Source: an optimization exercise on an open RTL-to-GDS flow (aim: small area, a short achievable clock period and few clock cycles per item). Production flows keep margins and buffers that such runs may drop. Only simulation tests tie the RTL to the original design; equivalence was not proved. Power is estimated from default activity; no workload was simulated.

[flow/design.v]
`default_nettype none
package pss_pkg;
  localparam int DEF_MAX_PROCS = 8;
  localparam int REQ_W   = 2;
  localparam int ARR_W   = 16;
  localparam int BURST_W = 12;
  localparam int PRIO_W  = 8;
  localparam int TIME_W  = 17;
  localparam int STAT_W  = 2;
  localparam int IDX_W   = 3;
  localparam int MODE_W  = 3;
  localparam int QNT_W   = 12;
  localparam int CFG_W   = 1;
  localparam int CFG_D_W = 12;
  localparam logic [TIME_W-1:0] TIME_LIMIT = 17'h1FFFF;
  localparam logic [PRIO_W-1:0] PRIO_MIN   = 8'h80;
  localparam logic [REQ_W-1:0] REQ_LOAD  = 2'd0;
  localparam logic [REQ_W-1:0] REQ_STEP  = 2'd1;
  localparam logic [REQ_W-1:0] REQ_CLEAR = 2'd2;
  localparam logic [STAT_W-1:0] ST_SLICE = 2'd0;
  localparam logic [STAT_W-1:0] ST_OK    = 2'd1;
  localparam logic [STAT_W-1:0] ST_FULL  = 2'd2;
  localparam logic [STAT_W-1:0] ST_DONE  = 2'd3;
  localparam logic [MODE_W-1:0] MODE_FCFS  = 3'd0;
  localparam logic [MODE_W-1:0] MODE_SJF   = 3'd1;
  localparam logic [MODE_W-1:0] MODE_SRTF  = 3'd2;
  localparam logic [MODE_W-1:0] MODE_RR    = 3'd3;
  localparam logic [MODE_W-1:0] MODE_SPRIO = 3'd4;
  localparam logic [MODE_W-1:0] MODE_DPRIO = 3'd5;
  localparam logic [CFG_W-1:0] REG_MODE    = 1'd0;
  localparam logic [CFG_W-1:0] REG_QUANTUM = 1'd1;
  typedef struct packed {
    logic accept;
    logic load;
    logic clear;
    logic none_left;
    logic scan_start;
    logic scan1;
    logic decide;
    logic scan2;
    logic update;
  } pss_cmd_t;
  typedef struct packed {
    logic [REQ_W-1:0] req_type;
    logic             empty;
    logic             last;
    logic             any_left;
  } pss_stat_t;
endpackage
`default_nettype wire
`default_nettype none
module pss_ctrl (
  input  wire logic                clk,
  input  wire logic                rst,
  input  wire pss_pkg::pss_stat_t  stat,
  output pss_pkg::pss_cmd_t        cmd,
  input  wire logic                in_valid,
  output logic                     in_ready,
  output logic                     out_valid,
  input  wire logic                out_ready
);
  typedef enum logic [2:0] {
    S_IDLE, S_DISPATCH, S_SCAN1, S_DECIDE, S_SCAN2, S_UPDATE, S_OUT
  } state_t;
  state_t state;
  assign in_ready  = (state == S_IDLE);
  assign out_valid = (state == S_OUT);
  always_comb begin
    cmd = '0;
    case (state)
      S_IDLE: cmd.accept = in_valid;
      S_DISPATCH: begin
        case (stat.req_type)
          pss_pkg::REQ_LOAD:  cmd.load = 1'b1;
          pss_pkg::REQ_CLEAR: cmd.clear = 1'b1;
          pss_pkg::REQ_STEP: begin
            cmd.scan_start = !stat.empty;
            cmd.none_left  = stat.empty;
          end
          default: ;
        endcase
      end
      S_SCAN1:  cmd.scan1 = 1'b1;
      S_DECIDE: begin
        cmd.decide    = stat.any_left;
        cmd.none_left = !stat.any_left;
      end
      S_SCAN2:  cmd.scan2 = 1'b1;
      S_UPDATE: cmd.update = 1'b1;
      default: ;
    endcase
  end
  always_ff @(posedge clk) begin
    if (rst) begin
      state <= S_IDLE;
    end else begin
      case (state)
        S_IDLE: if (in_valid) state <= S_DISPATCH;
        S_DISPATCH: begin
          case (stat.req_type)
            pss_pkg::REQ_LOAD, pss_pkg::REQ_CLEAR: state <= S_OUT;
            pss_pkg::REQ_STEP: state <= stat.empty ? S_OUT : S_SCAN1;
            default: state <= S_IDLE;  
          endcase
        end
        S_SCAN1:  if (stat.last) state <= S_DECIDE;
        S_DECIDE: state <= stat.any_left ? S_SCAN2 : S_OUT;
        S_SCAN2:  if (stat.last) state <= S_UPDATE;
        S_UPDATE: state <= S_OUT;
        S_OUT:    if (out_ready) state <= S_IDLE;
        default:  state <= S_IDLE;
      endcase
    end
  end
endmodule
`default_nettype wire
`default_nettype none
module pss_datapath #(
  parameter int MAX_PROCS = pss_pkg::DEF_MAX_PROCS
) (
  input  wire logic                   clk,
  input  wire logic                   rst,
  input  wire pss_pkg::pss_cmd_t      cmd,
  output pss_pkg::pss_stat_t          stat,
  input  wire logic [pss_pkg::REQ_W-1:0]   req_type,
  input  wire logic [pss_pkg::ARR_W-1:0]   req_arrival,
  input  wire logic [pss_pkg::BURST_W-1:0] req_burst,
  input  wire logic [pss_pkg::PRIO_W-1:0]  req_priority,
  output logic [pss_pkg::STAT_W-1:0]       res_status,
  output logic [pss_pkg::IDX_W-1:0]        res_proc_index,
  output logic [pss_pkg::TIME_W-1:0]       res_start_time,
  output logic [pss_pkg::TIME_W-1:0]       res_end_time,
  output logic                             res_completed,
  output logic [pss_pkg::TIME_W-1:0]       res_turnaround,
  output logic [pss_pkg::TIME_W-1:0]       res_waiting,
  input  wire logic                        cfg_valid,
  output logic                             cfg_ready,
  input  wire logic [pss_pkg::CFG_W-1:0]   cfg_index,
  input  wire logic [pss_pkg::CFG_D_W-1:0] cfg_data
);
  localparam int IW = (MAX_PROCS > 1) ? $clog2(MAX_PROCS) : 1;
  localparam int CW = $clog2(MAX_PROCS + 1);
  localparam int TW = pss_pkg::TIME_W;
  logic [pss_pkg::ARR_W-1:0]   arr_mem   [MAX_PROCS];
  logic [pss_pkg::BURST_W-1:0] burst_mem [MAX_PROCS];
  logic [pss_pkg::BURST_W-1:0] rem_mem   [MAX_PROCS];
  logic [pss_pkg::PRIO_W-1:0]  prio_mem  [MAX_PROCS];
  logic [TW-1:0]               rq_mem    [MAX_PROCS];
  logic [MAX_PROCS-1:0]        done;
  logic [CW-1:0]               count;
  logic [TW-1:0]               now;
  logic                        running;
  logic [pss_pkg::MODE_W-1:0]  mode;
  logic [pss_pkg::QNT_W-1:0]   quantum;
  logic [pss_pkg::REQ_W-1:0]   rq_type;
  logic [pss_pkg::ARR_W-1:0]   rq_arr;
  logic [pss_pkg::BURST_W-1:0] rq_burst;
  logic [pss_pkg::PRIO_W-1:0]  rq_prio;
  logic [IW-1:0]               idx;
  logic                        any_left;
  logic                        any_arr;
  logic [pss_pkg::ARR_W-1:0]   earliest;
  logic                        pick_vld;
  logic [IW-1:0]               pick;
  logic [TW-1:0]               best_key;
  logic [pss_pkg::STAT_W-1:0]  o_status;
  logic [pss_pkg::IDX_W-1:0]   o_index;
  logic [TW-1:0]               o_start;
  logic [TW-1:0]               o_end;
  logic                        o_done;
  logic [TW-1:0]               o_ta;
  logic [TW-1:0]               o_wait;
  logic [pss_pkg::MODE_W-1:0]  m;
  logic                        preempt;
  logic [pss_pkg::ARR_W-1:0]   e_arr;
  logic [pss_pkg::BURST_W-1:0] e_burst;
  logic [pss_pkg::BURST_W-1:0] e_rem;
  logic [pss_pkg::PRIO_W-1:0]  e_prio;
  logic [TW-1:0]               e_key;
  logic                        e_cand;
  logic [pss_pkg::QNT_W-1:0]   q;
  logic [pss_pkg::BURST_W-1:0] run;
  logic [TW:0]                 sum;
  logic [TW-1:0]               end_t;
  logic [pss_pkg::BURST_W-1:0] rem_next;
  logic [TW-1:0]               ta;
  logic [TW-1:0]               wait_t;
  assign cfg_ready = 1'b1;
  assign stat.req_type = rq_type;
  assign stat.empty    = (count == '0);
  assign stat.last     = ({{(CW > IW ? CW - IW : 1){1'b0}}, idx} == CW'(count - 1'b1)) ||
                         (count == '0);
  assign stat.any_left = any_left;
  always_comb begin
    m = (mode > pss_pkg::MODE_DPRIO) ? pss_pkg::MODE_FCFS : mode;
    preempt = (m == pss_pkg::MODE_SRTF) || (m == pss_pkg::MODE_RR) || (m == pss_pkg::MODE_DPRIO);
    e_arr   = arr_mem[idx];
    e_burst = burst_mem[idx];
    e_rem   = rem_mem[idx];
    e_prio  = prio_mem[idx];
    case (m)
      pss_pkg::MODE_SJF, pss_pkg::MODE_SRTF: e_key = TW'(e_rem);
      pss_pkg::MODE_RR: e_key = rq_mem[idx];
      pss_pkg::MODE_SPRIO, pss_pkg::MODE_DPRIO: e_key = TW'(~(e_prio ^ pss_pkg::PRIO_MIN));
      default: e_key = TW'(e_arr);
    endcase
    e_cand = !done[idx] && (TW'(e_arr) <= now);
    q   = (quantum == '0) ? pss_pkg::QNT_W'(1) : quantum;
    run = (preempt && e_rem > q) ? q : e_rem;
    sum = {1'b0, now} + (TW + 1)'(run);
    end_t = sum[TW] ? pss_pkg::TIME_LIMIT : sum[TW-1:0];
    rem_next = e_rem - run;
    ta = end_t - TW'(e_arr);
    wait_t = (ta > TW'(e_burst)) ? ta - TW'(e_burst) : '0;
  end
  always_ff @(posedge clk) begin
    if (rst) begin
      done     <= '0;
      count    <= '0;
      now      <= '0;
      running  <= 1'b0;
      mode     <= pss_pkg::MODE_FCFS;
      quantum  <= pss_pkg::QNT_W'(1);
      idx      <= '0;
      any_left <= 1'b0;
      any_arr  <= 1'b0;
      pick_vld <= 1'b0;
    end else begin
      if (cfg_valid) begin
        case (cfg_index)
          pss_pkg::REG_MODE:    mode <= cfg_data[pss_pkg::MODE_W-1:0];
          pss_pkg::REG_QUANTUM: quantum <= cfg_data;
          default: ;
        endcase
      end
      if (cmd.accept) begin
        rq_type  <= req_type;
        rq_arr   <= req_arrival;
        rq_burst <= req_burst;
        rq_prio  <= req_priority;
      end
      if (cmd.load) begin
        o_status <= (count >= CW'(MAX_PROCS)) ? pss_pkg::ST_FULL : pss_pkg::ST_OK;
        if (count < CW'(MAX_PROCS)) begin
          arr_mem[count[IW-1:0]]   <= rq_arr;
          burst_mem[count[IW-1:0]] <= rq_burst;
          rem_mem[count[IW-1:0]]   <= rq_burst;
          prio_mem[count[IW-1:0]]  <= rq_prio;
          rq_mem[count[IW-1:0]]    <= TW'(rq_arr);
          done[count[IW-1:0]]      <= 1'b0;
          count <= count + 1'b1;
        end
      end
      if (cmd.clear) begin
        done     <= '0;
        count    <= '0;
        now      <= '0;
        running  <= 1'b0;
        o_status <= pss_pkg::ST_OK;
      end
      if (cmd.none_left) begin
        o_status <= pss_pkg::ST_DONE;
      end
      if (cmd.load || cmd.clear || cmd.none_left) begin
        o_index <= '0;
        o_start <= '0;
        o_end   <= '0;
        o_done  <= 1'b0;
        o_ta    <= '0;
        o_wait  <= '0;
      end
      if (cmd.scan_start) begin
        idx      <= '0;
        any_left <= 1'b0;
        any_arr  <= 1'b0;
      end
      if (cmd.scan1) begin
        if (!done[idx]) begin
          if (!any_left || e_arr < earliest) begin
            earliest <= e_arr;
          end
          any_left <= 1'b1;
          if (TW'(e_arr) <= now) begin
            any_arr <= 1'b1;
          end
        end
        idx <= idx + 1'b1;
      end
      if (cmd.decide) begin
        if (!running || !any_arr) begin
          now <= TW'(earliest);
        end
        running  <= 1'b1;
        idx      <= '0;
        pick_vld <= 1'b0;
      end
      if (cmd.scan2) begin
        if (e_cand && (!pick_vld || e_key < best_key)) begin
          pick_vld <= 1'b1;
          pick     <= idx;
          best_key <= e_key;
        end
        if (stat.last) begin
          idx <= (e_cand && (!pick_vld || e_key < best_key)) ? idx : pick;
        end else begin
          idx <= idx + 1'b1;
        end
      end
      if (cmd.update) begin
        now <= end_t;
        rem_mem[idx] <= rem_next;
        o_status <= pss_pkg::ST_SLICE;
        o_index  <= pss_pkg::IDX_W'(idx);
        o_start  <= now;
        o_end    <= end_t;
        if (rem_next == '0) begin
          done[idx] <= 1'b1;
          o_done <= 1'b1;
          o_ta   <= ta;
          o_wait <= wait_t;
        end else begin
          o_done <= 1'b0;
          o_ta   <= '0;
          o_wait <= '0;
          if (m == pss_pkg::MODE_RR) begin
            rq_mem[idx] <= end_t;
          end
          if (m == pss_pkg::MODE_DPRIO && e_prio != pss_pkg::PRIO_MIN) begin
            prio_mem[idx] <= e_prio - 1'b1;
          end
        end
      end
    end
  end
  assign res_status     = o_status;
  assign res_proc_index = o_index;
  assign res_start_time = o_start;
  assign res_end_time   = o_end;
  assign res_completed  = o_done;
  assign res_turnaround = o_ta;
  assign res_waiting    = o_wait;
endmodule
`default_nettype wire
`default_nettype none
module process_slice_scheduler #(
  parameter int MAX_PROCS = pss_pkg::DEF_MAX_PROCS
) (
  input  wire logic                        clk,
  input  wire logic                        rst,
  input  wire logic                        req_valid,
  output logic                             req_ready,
  input  wire logic [pss_pkg::REQ_W-1:0]   req_type,
  input  wire logic [pss_pkg::ARR_W-1:0]   req_arrival,
  input  wire logic [pss_pkg::BURST_W-1:0] req_burst,
  input  wire logic [pss_pkg::PRIO_W-1:0]  req_priority,
  output logic                             res_valid,
  input  wire logic                        res_ready,
  output logic [pss_pkg::STAT_W-1:0]       res_status,
  output logic [pss_pkg::IDX_W-1:0]        res_proc_index,
  output logic [pss_pkg::TIME_W-1:0]       res_start_time,
  output logic [pss_pkg::TIME_W-1:0]       res_end_time,
  output logic                             res_completed,
  output logic [pss_pkg::TIME_W-1:0]       res_turnaround,
  output logic [pss_pkg::TIME_W-1:0]       res_waiting,
  input  wire logic                        cfg_valid,
  output logic                             cfg_ready,
  input  wire logic [pss_pkg::CFG_W-1:0]   cfg_index,
  input  wire logic [pss_pkg::CFG_D_W-1:0] cfg_data
);
  pss_pkg::pss_cmd_t  cmd;
  pss_pkg::pss_stat_t stat;
  pss_ctrl u_ctrl (
    .clk       (clk),
    .rst       (rst),
    .stat      (stat),
    .cmd       (cmd),
    .in_valid  (req_valid),
    .in_ready  (req_ready),
    .out_valid (res_valid),
    .out_ready (res_ready)
  );
  pss_datapath #(.MAX_PROCS(MAX_PROCS)) u_dp (
    .clk            (clk),
    .rst            (rst),
    .cmd            (cmd),
    .stat           (stat),
    .req_type       (req_type),
    .req_arrival    (req_arrival),
    .req_burst      (req_burst),
    .req_priority   (req_priority),
    .res_status     (res_status),
    .res_proc_index (res_proc_index),
    .res_start_time (res_start_time),
    .res_end_time   (res_end_time),
    .res_completed  (res_completed),
    .res_turnaround (res_turnaround),
    .res_waiting    (res_waiting),
    .cfg_valid      (cfg_valid),
    .cfg_ready      (cfg_ready),
    .cfg_index      (cfg_index),
    .cfg_data       (cfg_data)
  );
endmodule
`default_nettype wire
[flow/run.sh]
#!/bin/bash
# synth_recipe.tcl (not shown) runs the flow's synth.tcl, then flattens the netlist and writes it again
# the make line also repeats each setting of config.mk as NAME=value (left out here)
make -C /OpenROAD-flow-scripts/flow DESIGN_CONFIG=/design/flow/config.mk WORK_HOME=/design/flow/orfs CLKGATE_MAP_FILE= SYNTH_SCRIPT=/design/flow/synth_recipe.tcl finish
[flow/config.mk]
export PLATFORM = sky130hd
export DESIGN_NAME = process_slice_scheduler
export DESIGN_NICKNAME = process_slice_scheduler
export VERILOG_FILES = /design/flow/design.v
export SDC_FILE = /design/flow/constraint.sdc
export NUM_CORES = 4
export LEC_CHECK = 0
export CAP_MARGIN = 20
export CORE_MARGIN = 2
export CORE_UTILIZATION = 40
export SLEW_MARGIN = 20
[flow/constraint.sdc]
create_clock -name core_clock -period 11.0 [get_ports {clk}]
set_input_delay 2.2000 -clock core_clock [delete_from_list [all_inputs] [get_ports {clk}]]
set_output_delay 2.2000 -clock core_clock [all_outputs]
set_load 0.01 [all_outputs]
==> results.sh <==
export IMPL_syn_num_nets=2341
export IMPL_vias=19600
export IMPL_cp_data_arrival_time_ns=10.18
export IMPL_start_util_pct=40.2
export IMPL_ys_warn_count=2
export IMPL_pin_count=133
export IMPL_hpwl_um=61100
export IMPL_dp_cells=3307
export IMPL_antenna_found_initial=2
export IMPL_path_clk_slew_ns=0.06
export IMPL_reg2reg_depth=31
export IMPL_drtAntennaViolNets=0
export IMPL_timing_final_ws_setup_ns=1.19
export IMPL_cts_sinks=725
export IMPL_place_area_mm2=0.0354
export IMPL_max_freq_ghz=0.102
export IMPL_core_mm2=0.0817
export IMPL_critical_path_buf_inv_count=1
export IMPL_regToRegSetupSlack_ns=1.19
export IMPL_areaGrowthSynthToFinish_pct=15.6
export IMPL_slew_headroom_pct=24.7
export IMPL_crit_fanout=41
export IMPL_synth_avg_cell_area_um2=15.2
export IMPL_gp_congestion=0.904
export IMPL_endpoint_kind="flip-flop"
export IMPL_fin_setup_tns_ns=0
export IMPL_drive_gt1_share_pct=16.6
export IMPL_synthTopCellsByCount="edfxtp_1, nand2_1, mux4_2, ha_1, nor2_1"
export IMPL_min_delay_path_class="reg -> reg"
export IMPL_path_class="reg -> reg"
export IMPL_start_kind="flip-flop"
export IMPL_grt_setup_unrepaired="no"
export IMPL_wl_per_cell_um=25.9
export IMPL_p_leak_nw=12.7
export IMPL_synth_flop_cell="edfxtp_1"
export IMPL_status="finished clean"
export IMPL_routed_wl_um=89300
export IMPL_syn_area_mm2=0.0328
export IMPL_grt_max_degree=73
export IMPL_dieArea_mm2=0.0844
export IMPL_die_x_um=291
export IMPL_slowest_stage="dfxtp_4"
export IMPL_synth_edf_count=668
export IMPL_required_ns=11.37
export IMPL_ir_drop_mv=0.113
export IMPL_viasPerCell=5.69
export IMPL_fin_area_mm2=0.0379
export IMPL_synthArstFlopShare_pct=0
export IMPL_drt_iter0_drc=1861
export IMPL_final_cells=3451
export IMPL_grt_pass1_wl_um=131000
export IMPL_fp_dieH_um=291
export IMPL_min_period_ns=9.81
export IMPL_std_cell_rows=105
export IMPL_dr_pass1_iters=5
export IMPL_r2r_end="u_dp.o_wait[16]"
export IMPL_path_delay_family="compound AO/OA/AOI/OAI gates"
export IMPL_tritoncts="built"
export IMPL_clkLatencyLatePin_ns=0.64
export IMPL_max_stage_delay_ns=0.87
export IMPL_cp_common_cell="ha_1"
export IMPL_numPortBuffers=131
export IMPL_ys_ff_latch=725
export IMPL_yosys_area_top_type_share_pct=61.1
export IMPL_clockBufferDepth=3
export IMPL_syn_inst=2162
export IMPL_slew_viol_final=0
export IMPL_place_ws_ns=1.30
export IMPL_cellPowerDensity_mw_per_mm2=199
export IMPL_synthTopCellsByArea="edfxtp_1, mux4_2, ha_1"
export IMPL_yosysSeqAreaShare_pct=64.6
export IMPL_cts_root_buf="clkbuf_16"
export IMPL_grt_overflow=0
export IMPL_drc_errors=0
export IMPL_synth_cell_types=84
export IMPL_hold_viol_final=0
export IMPL_drv_cap=0
export IMPL_postCtsSetupRepairBufs=0
export IMPL_synth_top_cell_by_area="edfxtp_1"
export IMPL_grt_usage_pct=21.1
export IMPL_holdWs_ns=0.474
export IMPL_min_period_over_period_pct=89.2
export IMPL_finClkSkew_ns=0.0399
export IMPL_grt_pass1_vias=19600
export IMPL_numCtsBuffers=79
export IMPL_ctsHoldBuffers=0
export IMPL_num_nets_final=2497
export IMPL_cts_resized=0
export IMPL_yosysMostFrequentCell="edfxtp_1"
export IMPL_worst_slew_pin_slew_ns=1.12
export IMPL_crit_end="u_dp.o_wait[16]"
export IMPL_finalSetupViolations=0
export IMPL_htreeDepth=3
export IMPL_path_depth=31
-- worst min-delay path by stage --
stage / startpoint / to / cells after the start
2_1_floorplan: u_dp.running / u_dp.running / 2
3_3_place_gp: u_dp.done[3] / u_dp.done[3] / 2
3_5_place_dp: u_dp.running / u_dp.running / 2
4_1_cts: u_dp.running / u_dp.running / 2
5_1_grt: u_dp.running / u_dp.running / 2
6_report: u_dp.running / u_dp.running / 2
-- cells by family after synthesis --
| logic type | count (synthesis) | share of synthesized area (%) |
|---|---|---|
| flip-flops | 725 | 64.6 |
| AND/OR/NAND/NOR | 445 | 6.43 |
| AO/OA/AOI/OAI | 346 | 6.92 |
| multiplexers | 256 | 13.1 |
| buffers and inverters | 204 | 2.53 |
| adder cells (fa/ha/maj) | 125 | 4.84 |
| XOR/XNOR | 60 | 1.62 |
| other | 1 | 0.0114 |
-- layout make-up --
cell class / instances / area, µm²
fillers: 7063 / 43800
flip-flops and latches: 725 / 21200
multi-input cells: 1233 / 10900
clock buffers: 100 / 2080
repair buffers: 164 / 1560
well taps: 1070 / 1340
inverters: 115 / 432
clock inverters: 43 / 424
diodes: 1 / 2.50
-- per-layer routing --
layer / GRT usage [%] / part of all wire (%) / vias up
li1: - / - / 8711
met1: 29.5 / 43 / 10000
met2: 33.2 / 46 / 747
met3: 3.69 / 7.2 / 157
met4: 7.44 / 3.2 / 2
met5: 0 / 0.015 / -
-- power breakdown --
part	internal (mW)	switching, mW	leakage [nW]
Sequential	3.11	0.0997	6.49
Clock	1.47	1.09	1.20
Combinational	0.753	1.04	4.99
Total	5.33	2.23	12.7
-- state kept, by name (all words and copies together) (netlist names), 64 cells and up, named ones only --
signal and flops:
u_dp.rq_mem 136, u_dp.arr_mem 128, u_dp.prio_mem 64, u_dp.rem_mem 96, u_dp.burst_mem 96
-- worst register-to-register path: cells and delay by family (launching register included) --
kind	cells	cell delay, ns
AND/OR/NAND/NOR	6	1.26
AO/OA/AOI/OAI	16	3.87
adder cells (fa/ha/maj)	5	1.90
flip-flops	1	0.87
multiplexers	3	1.38
buffers and inverters	1	0.27
-- per-stage QoR --
stage	utilization, %	power, mW
finish	46.4	7.56
CTS	46.4	7.60
detailed placement	43.4	5.04
global placement	43.4	5.02
floorplan	-	4.51
global route	46.4	7.88
-- layout by cell type (no fill, tap or decap), types with 16 or more instances in the layout --
cell type | Yosys | layout
mux4_2 | 132 | 132
clkbuf_16 | 0 | 80
a21oi_1 | 103 | 101
nand4_1 | 18 | 18
inv_1 | 113 | 105
and2_1 | 23 | 23
nor2_1 | 116 | 116
ha_1 | 119 | 119
nand3_1 | 32 | 32
clkbuf_1 | 45 | 20
edfxtp_1 | 668 | 668
buf_4 | 3 | 32
a21o_1 | 32 | 32
clkdlybuf4s50_1 | 0 | 130
nand2_1 | 137 | 137
a211oi_1 | 17 | 17
xor2_1 | 27 | 27
o21ai_0 | 68 | 51
mux2i_1 | 62 | 61
dfxtp_1 | 57 | 53
nor2b_1 | 19 | 19
clkinv_1 | 2 | 17
xnor2_1 | 32 | 32
o211ai_1 | 16 | 16
nor3_1 | 44 | 43
mux2_2 | 62 | 62
Testbench counts, summed over its fixed seeds: cycles 106,289, requests 8,496.

## port drivers added, routing unchanged
In the flow no input, the clock included, has a driving cell. The finished layout below was timed again as built, in two steps.
Step 1 (the two cells are an assumption about what drives the block):
set clk [get_ports {clk}]
set_driving_cell -lib_cell sky130_fd_sc_hd__clkbuf_16 $clk
set_driving_cell -lib_cell sky130_fd_sc_hd__buf_2 [delete_from_list [all_inputs] $clk]
Step 2 also shifts input and output timing later by t, the mid clock arrival at the registers, as if the neighbouring blocks saw the same clock.
Slacks: no drivers / after step 1 / after step 2; pairs: no drivers / after step 1.
shift t [ns]: 0.688
setup slack, ns: 1.193 / 1.193 / 1.193
worst slew at a driven data input, ns: 0.05
pins driven straight from the clock port: 1
After both steps setup and hold are still met in this run. The setup slack of this run moves by 0.000 ns with the drivers and by 0.000 ns with both steps.
